Context: an optimization exercise on an open-source flow, tuned for small area. The choices shown serve that exercise and are no tape-out recipe. Function was checked by simulation only, so behaviour that the tests miss may differ from the original. The flow treats the clock pin as an ideal source, which a real chip does not have.

==> v5 <==
==> flow/design.v <==
package fc_pkg;
    typedef logic signed [7:0]  act_t;
    typedef logic signed [15:0] acc_t;
    typedef enum logic [1:0] {
        R_IDLE,
        R_FETCH,
        R_SEND
    } rd_state_t;
    localparam int ACT_MAX = 127;
    localparam int ACT_MIN = -128;
endpackage
module act_requant (
    input  fc_pkg::acc_t x_i,
    input  logic       relu_en_i,
    input  logic [3:0] shift_amt_i,
    output fc_pkg::act_t y_o,
    output logic       sat_o
);
    logic signed [16:0] a;
    logic [6:0]  diff;
    logic        hi_ok, pos, in_range, kill;
    logic [7:0]  rnd;
    always_comb begin
        a     = $signed({x_i, 1'b0}) >>> shift_amt_i;
        diff  = x_i[14:8] ^ {7{x_i[15]}};
        hi_ok = ~|(diff & (7'h7f << shift_amt_i));
        pos   = ~x_i[15];
        in_range = hi_ok & (pos ? (~a[8] & ~&a[7:0]) : (a[8] | &a[7:0]));
        rnd   = a[8:1] + {7'd0, a[0]};
        kill  = relu_en_i & x_i[15];
        sat_o = ~kill & ~in_range;
        if (kill)          y_o = 8'sd0;
        else if (in_range) y_o = rnd;
        else               y_o = pos ? 8'sd127 : -8'sd128;
    end
endmodule
module fc_act_writeback #(
    parameter int NODES = 200,
    parameter int DW    = 16,
    parameter int OW    = 8,
    parameter int IW    = $clog2(NODES)
) (
    input  logic          clk,
    input  logic          rst,
    input  logic          in_valid,
    input  logic [DW-1:0] in_x,
    output logic          in_ready,
    input  logic          relu_en,
    input  logic [3:0]    shift_amt,
    output logic          out_valid,
    input  logic          out_ready,
    output logic [OW-1:0] out_data,
    output logic [IW-1:0] out_idx,
    output logic          out_last,
    output logic          sat_pulse
);
    localparam logic [IW-1:0] LAST_IDX = IW'(NODES - 1);
    localparam int MB = 8 * NODES;
    logic [MB-1:0] bank0_q;
    logic [MB-1:0] bank1_q;
    logic [1:0]    full_q, full_d;
    logic          wr_bank_q, rd_bank_q;
    logic [IW-1:0] wr_cnt_q, out_idx_q;
    logic          s1_valid_q, sat_pulse_q, out_valid_q, fetch_q;
    fc_pkg::act_t  s1_data_q;
    logic          sh0_q, sh1_q, hold0_q, hold1_q, phase_q;
    fc_pkg::act_t  rq_y;
    logic          rq_sat, accept, last_wr, wr_tgt, out_at_last;
    logic          rd_issue, rd_adv, rd_free, shift0, shift1;
    fc_pkg::act_t  tail0, tail1;
    act_requant u_requant (
        .x_i         (fc_pkg::acc_t'(in_x)),
        .relu_en_i   (relu_en),
        .shift_amt_i (shift_amt),
        .y_o         (rq_y),
        .sat_o       (rq_sat)
    );
    assign last_wr  = s1_valid_q && (wr_cnt_q == LAST_IDX);
    assign in_ready = !rst && !full_q[wr_bank_q] && !(last_wr && full_q[~wr_bank_q]);
    assign accept   = in_valid && in_ready;
    assign wr_tgt   = wr_bank_q ^ last_wr;
    assign out_at_last = (out_idx_q == LAST_IDX);
    assign rd_issue = !fetch_q && !out_valid_q && full_q[rd_bank_q];
    assign rd_adv   = out_valid_q && out_ready && !out_at_last;
    assign rd_free  = out_valid_q && out_ready && out_at_last;
    assign shift0 = (accept && !wr_tgt) || (rd_adv && !rd_bank_q);
    assign shift1 = (accept &&  wr_tgt) || (rd_adv &&  rd_bank_q);
    always_comb begin
        full_d = full_q;
        if (last_wr) full_d[wr_bank_q] = 1'b1;
        if (rd_free) full_d[rd_bank_q] = 1'b0;
    end
    always_ff @(posedge clk) begin
        s1_data_q <= rq_y ^ {8{~phase_q}};
        sh0_q     <= shift0;
        hold0_q   <= !shift0;
        sh1_q     <= shift1;
        hold1_q   <= !shift1;
        bank0_q   <= ~((bank0_q | {MB{sh0_q}}) & ({bank0_q[MB-9:0], s1_data_q} | {MB{hold0_q}}));
        bank1_q   <= ~((bank1_q | {MB{sh1_q}}) & ({bank1_q[MB-9:0], s1_data_q} | {MB{hold1_q}}));
    end
    always_ff @(posedge clk or posedge rst) begin
        if (rst) begin
            phase_q     <= 1'b0;
            s1_valid_q  <= 1'b0;
            sat_pulse_q <= 1'b0;
            wr_cnt_q    <= '0;
            wr_bank_q   <= 1'b0;
            full_q      <= 2'b00;
        end else begin
            phase_q     <= ~phase_q;
            s1_valid_q  <= accept;
            sat_pulse_q <= accept && rq_sat;
            full_q      <= full_d;
            if (s1_valid_q) begin
                if (last_wr) begin
                    wr_cnt_q  <= '0;
                    wr_bank_q <= ~wr_bank_q;
                end else begin
                    wr_cnt_q <= wr_cnt_q + IW'(1);
                end
            end
        end
    end
    always_ff @(posedge clk or posedge rst) begin
        if (rst) begin
            fetch_q     <= 1'b0;
            out_valid_q <= 1'b0;
            rd_bank_q   <= 1'b0;
            out_idx_q   <= '0;
        end else begin
            fetch_q <= rd_issue;
            if (fetch_q) out_valid_q <= 1'b1;
            if (rd_adv) out_idx_q <= out_idx_q + IW'(1);
            if (rd_free) begin
                out_valid_q <= 1'b0;
                out_idx_q   <= '0;
                rd_bank_q   <= ~rd_bank_q;
            end
        end
    end
    assign tail0 = sh0_q ? bank0_q[MB-9 -: 8] : bank0_q[MB-1 -: 8];
    assign tail1 = sh1_q ? bank1_q[MB-9 -: 8] : bank1_q[MB-1 -: 8];
    assign out_valid = out_valid_q;
    assign out_data  = (rd_bank_q ? tail1 : tail0) ^ {8{phase_q}};
    assign out_idx   = out_idx_q;
    assign out_last  = out_valid_q && out_at_last;
    assign sat_pulse = sat_pulse_q;
endmodule
==> flow/flow/run.sh <==
#!/bin/bash
set -e
export CTS_ARGS="-sink_clustering_enable -repair_clock_nets -dont_use_dummy_load -sink_clustering_size 20 -sink_clustering_max_diameter 60 -buf_list sky130_fd_sc_hd__clkbuf_8"
export BUFFER_PORTS_ARGS="-buffer_cell sky130_fd_sc_hd__buf_1"
bash standard.sh > standard.log 2>&1
==> flow/standard.sh <==
#!/bin/bash
# synth_recipe.tcl (not shown) runs the flow's synth.tcl, then flattens the netlist and writes it again
# the make line also repeats each setting of config.mk as NAME=value (left out here)
make -C /OpenROAD-flow-scripts/flow DESIGN_CONFIG=/design/flow/config.mk WORK_HOME=/design/flow/orfs CLKGATE_MAP_FILE= SYNTH_SCRIPT=/design/flow/synth_recipe.tcl "${@:-finish}"
==> flow/config.mk <==
export PLATFORM = sky130hd
export DESIGN_NAME = fc_act_writeback
export DESIGN_NICKNAME = fc_act_writeback
export VERILOG_FILES = /design/flow/design.v
export SDC_FILE = /design/flow/constraint.sdc
export NUM_CORES = 4
export LEC_CHECK = 0
export ABC_AREA = 1
export CAP_MARGIN = 20
export CORE_MARGIN = 2
export CORE_UTILIZATION = 70
export PLACE_DENSITY = 0.8
export SLEW_MARGIN = 20
==> flow/constraint.sdc <==
create_clock -name core_clock -period 6.5 [get_ports {clk}]
set_input_delay 1.3000 -clock core_clock [delete_from_list [all_inputs] [get_ports {clk}]]
set_output_delay 1.3000 -clock core_clock [all_outputs]
set_load 0.01 [all_outputs]
==> v9: changes against v5 <==
- GPL_TIMING_DRIVEN: default -> 0
==> v6: changes against v5 <==
--- a/flow/design.v
+++ b/flow/design.v
@@ -16,22 +16,28 @@
     output fc_pkg::act_t y_o,
     output logic       sat_o
 );
-    logic signed [16:0] a;
-    logic [6:0]  diff;
-    logic        hi_ok, pos, in_range, kill;
-    logic [7:0]  rnd;
+    localparam logic signed [16:0] HI = 17'(fc_pkg::ACT_MAX);
+    localparam logic signed [16:0] LO = 17'(fc_pkg::ACT_MIN);
+    logic signed [16:0] v;
+    logic signed [16:0] sum;
+    logic signed [16:0] r;
     always_comb begin
-        a     = $signed({x_i, 1'b0}) >>> shift_amt_i;
-        diff  = x_i[14:8] ^ {7{x_i[15]}};
-        hi_ok = ~|(diff & (7'h7f << shift_amt_i));
-        pos   = ~x_i[15];
-        in_range = hi_ok & (pos ? (~a[8] & ~&a[7:0]) : (a[8] | &a[7:0]));
-        rnd   = a[8:1] + {7'd0, a[0]};
-        kill  = relu_en_i & x_i[15];
-        sat_o = ~kill & ~in_range;
-        if (kill)          y_o = 8'sd0;
-        else if (in_range) y_o = rnd;
-        else               y_o = pos ? 8'sd127 : -8'sd128;
+        v     = (relu_en_i && x_i < 0) ? 17'sd0 : $signed({x_i[15], x_i});
+        sum   = v;
+        r     = v;
+        if (shift_amt_i != 4'd0) begin
+            sum = v + (17'sd1 <<< (shift_amt_i - 4'd1));
+            r   = sum >>> shift_amt_i;
+        end
+        sat_o = 1'b0;
+        y_o   = r[7:0];
+        if (r > HI) begin
+            y_o   = 8'(fc_pkg::ACT_MAX);
+            sat_o = 1'b1;
+        end else if (r < LO) begin
+            y_o   = 8'(fc_pkg::ACT_MIN);
+            sat_o = 1'b1;
+        end
     end
 endmodule
 module fc_act_writeback #(
@@ -63,7 +69,7 @@
     logic [IW-1:0] wr_cnt_q, out_idx_q;
     logic          s1_valid_q, sat_pulse_q, out_valid_q, fetch_q;
     fc_pkg::act_t  s1_data_q;
-    logic          sh0_q, sh1_q, hold0_q, hold1_q, phase_q;
+    logic          sh0_q, sh1_q, hold0_q, hold1_q;
     fc_pkg::act_t  rq_y;
     logic          rq_sat, accept, last_wr, wr_tgt, out_at_last;
     logic          rd_issue, rd_adv, rd_free, shift0, shift1;
@@ -91,24 +97,22 @@
         if (rd_free) full_d[rd_bank_q] = 1'b0;
     end
     always_ff @(posedge clk) begin
-        s1_data_q <= rq_y ^ {8{~phase_q}};
+        s1_data_q <= rq_y;
         sh0_q     <= shift0;
         hold0_q   <= !shift0;
         sh1_q     <= shift1;
         hold1_q   <= !shift1;
-        bank0_q   <= ~((bank0_q | {MB{sh0_q}}) & ({bank0_q[MB-9:0], s1_data_q} | {MB{hold0_q}}));
-        bank1_q   <= ~((bank1_q | {MB{sh1_q}}) & ({bank1_q[MB-9:0], s1_data_q} | {MB{hold1_q}}));
+        bank0_q   <= ({bank0_q[MB-9:0], s1_data_q} & {MB{sh0_q}}) | (bank0_q & {MB{hold0_q}});
+        bank1_q   <= ({bank1_q[MB-9:0], s1_data_q} & {MB{sh1_q}}) | (bank1_q & {MB{hold1_q}});
     end
     always_ff @(posedge clk or posedge rst) begin
         if (rst) begin
-            phase_q     <= 1'b0;
             s1_valid_q  <= 1'b0;
             sat_pulse_q <= 1'b0;
             wr_cnt_q    <= '0;
             wr_bank_q   <= 1'b0;
             full_q      <= 2'b00;
         end else begin
-            phase_q     <= ~phase_q;
             s1_valid_q  <= accept;
             sat_pulse_q <= accept && rq_sat;
             full_q      <= full_d;
@@ -142,7 +146,7 @@
     assign tail0 = sh0_q ? bank0_q[MB-9 -: 8] : bank0_q[MB-1 -: 8];
     assign tail1 = sh1_q ? bank1_q[MB-9 -: 8] : bank1_q[MB-1 -: 8];
     assign out_valid = out_valid_q;
-    assign out_data  = (rd_bank_q ? tail1 : tail0) ^ {8{phase_q}};
+    assign out_data  = rd_bank_q ? tail1 : tail0;
     assign out_idx   = out_idx_q;
     assign out_last  = out_valid_q && out_at_last;
     assign sat_pulse = sat_pulse_q;
==> flow/run.sh (new file) <==
#!/bin/bash
# synth_recipe.tcl (not shown) runs the flow's synth.tcl, then flattens the netlist and writes it again
# the make line also repeats each setting of config.mk as NAME=value (left out here)
make -C /OpenROAD-flow-scripts/flow DESIGN_CONFIG=/design/flow/config.mk WORK_HOME=/design/flow/orfs CLKGATE_MAP_FILE= SYNTH_SCRIPT=/design/flow/synth_recipe.tcl finish
- ABC_AREA: 1 -> default
- CORE_UTILIZATION: 70 -> 40
- PLACE_DENSITY: 0.8 -> default
removed: flow/flow/run.sh
removed: flow/standard.sh
==> v29: changes against v5 <==
==> flow/flow/run.sh (replaced) <==
#!/bin/bash
set -e
export CTS_ARGS="-sink_clustering_enable -repair_clock_nets -dont_use_dummy_load -sink_clustering_size 30 -sink_clustering_max_diameter 100"
export BUFFER_PORTS_ARGS="-buffer_cell sky130_fd_sc_hd__buf_1"
bash standard.sh > standard.log 2>&1
- ABC_AREA: 1 -> default
==> out/metrics.yaml <==
outcome: "no timing/DRC/antenna violations"
fill_cells: 8712
fin_crit_ps: 4343
num_vias: 54609
yosys.area_share.simple: 0.01107
# the run above: v5

==> out/metrics.yaml <==
outcome: "no timing/DRC/antenna violations"
seq_cells: 3237
drive_gt1_frac: 0.02912
nNetsFinal: 6935
yosys.area_share.simple: 0.005727
num_vias: 53667
fill_cells: 8622
# the run above: v29

==> out/metrics.yaml <==
fill_cells: 21842
yosys.area_share.simple: 0.01060
num_vias: 58617
outcome: "no timing/DRC/antenna violations"
grt_first_pass_wirelength_mm: 276.7
nWellTaps: 3220
# the run above: v6

==> out/metrics.yaml <==
num_vias: 59149
yosys.area_share.simple: 0.01107
n_multi_input_combinational_cell: 3526
fin_crit_ps: 4371
outcome: "no timing/DRC/antenna violations"
fill_cells: 8549
# the run above: v9

[port drivers added, routing unchanged]
Ports are ideal in the flow. The routed layouts listed here were re-timed in OpenROAD. Step 1 assumes that a clkbuf_16 drives the clock port and a buf_2 every other input. Step 2, shift: input delay + t, output delay - t, t = (earliest + latest rising clock arrival at the registers) / 2. This alone moves slack from input paths to output paths. Three values: no drivers, after step 1, after step 2; two values: the first two.
run | t (ns) | setup WS [ns] | worst hold slack (ns) | worst register clock-pin slew, ns
v5 | 0.956 | 2.157 / 2.084 / 1.421 | 0.325 / 0.325 / 0.325 | 0.12 / 0.12
v9 | 0.981 | 2.129 / 2.058 / 2.025 | 0.396 / 0.396 / 0.396 | 0.12 / 0.12
v6 | 0.982 | 1.146 / 1.199 / 0.216 | 0.401 / 0.401 / 0.401 | 0.07 / 0.07
v29 | 0.803 | 1.871 / 1.801 / 1.096 | 0.427 / 0.427 / 0.427 | 0.11 / 0.11
After both steps setup and hold are still met in every run listed. For v6, which loses most, drivers alone change the setup slack by +0.053 ns; drivers and shift together by -0.930 ns.
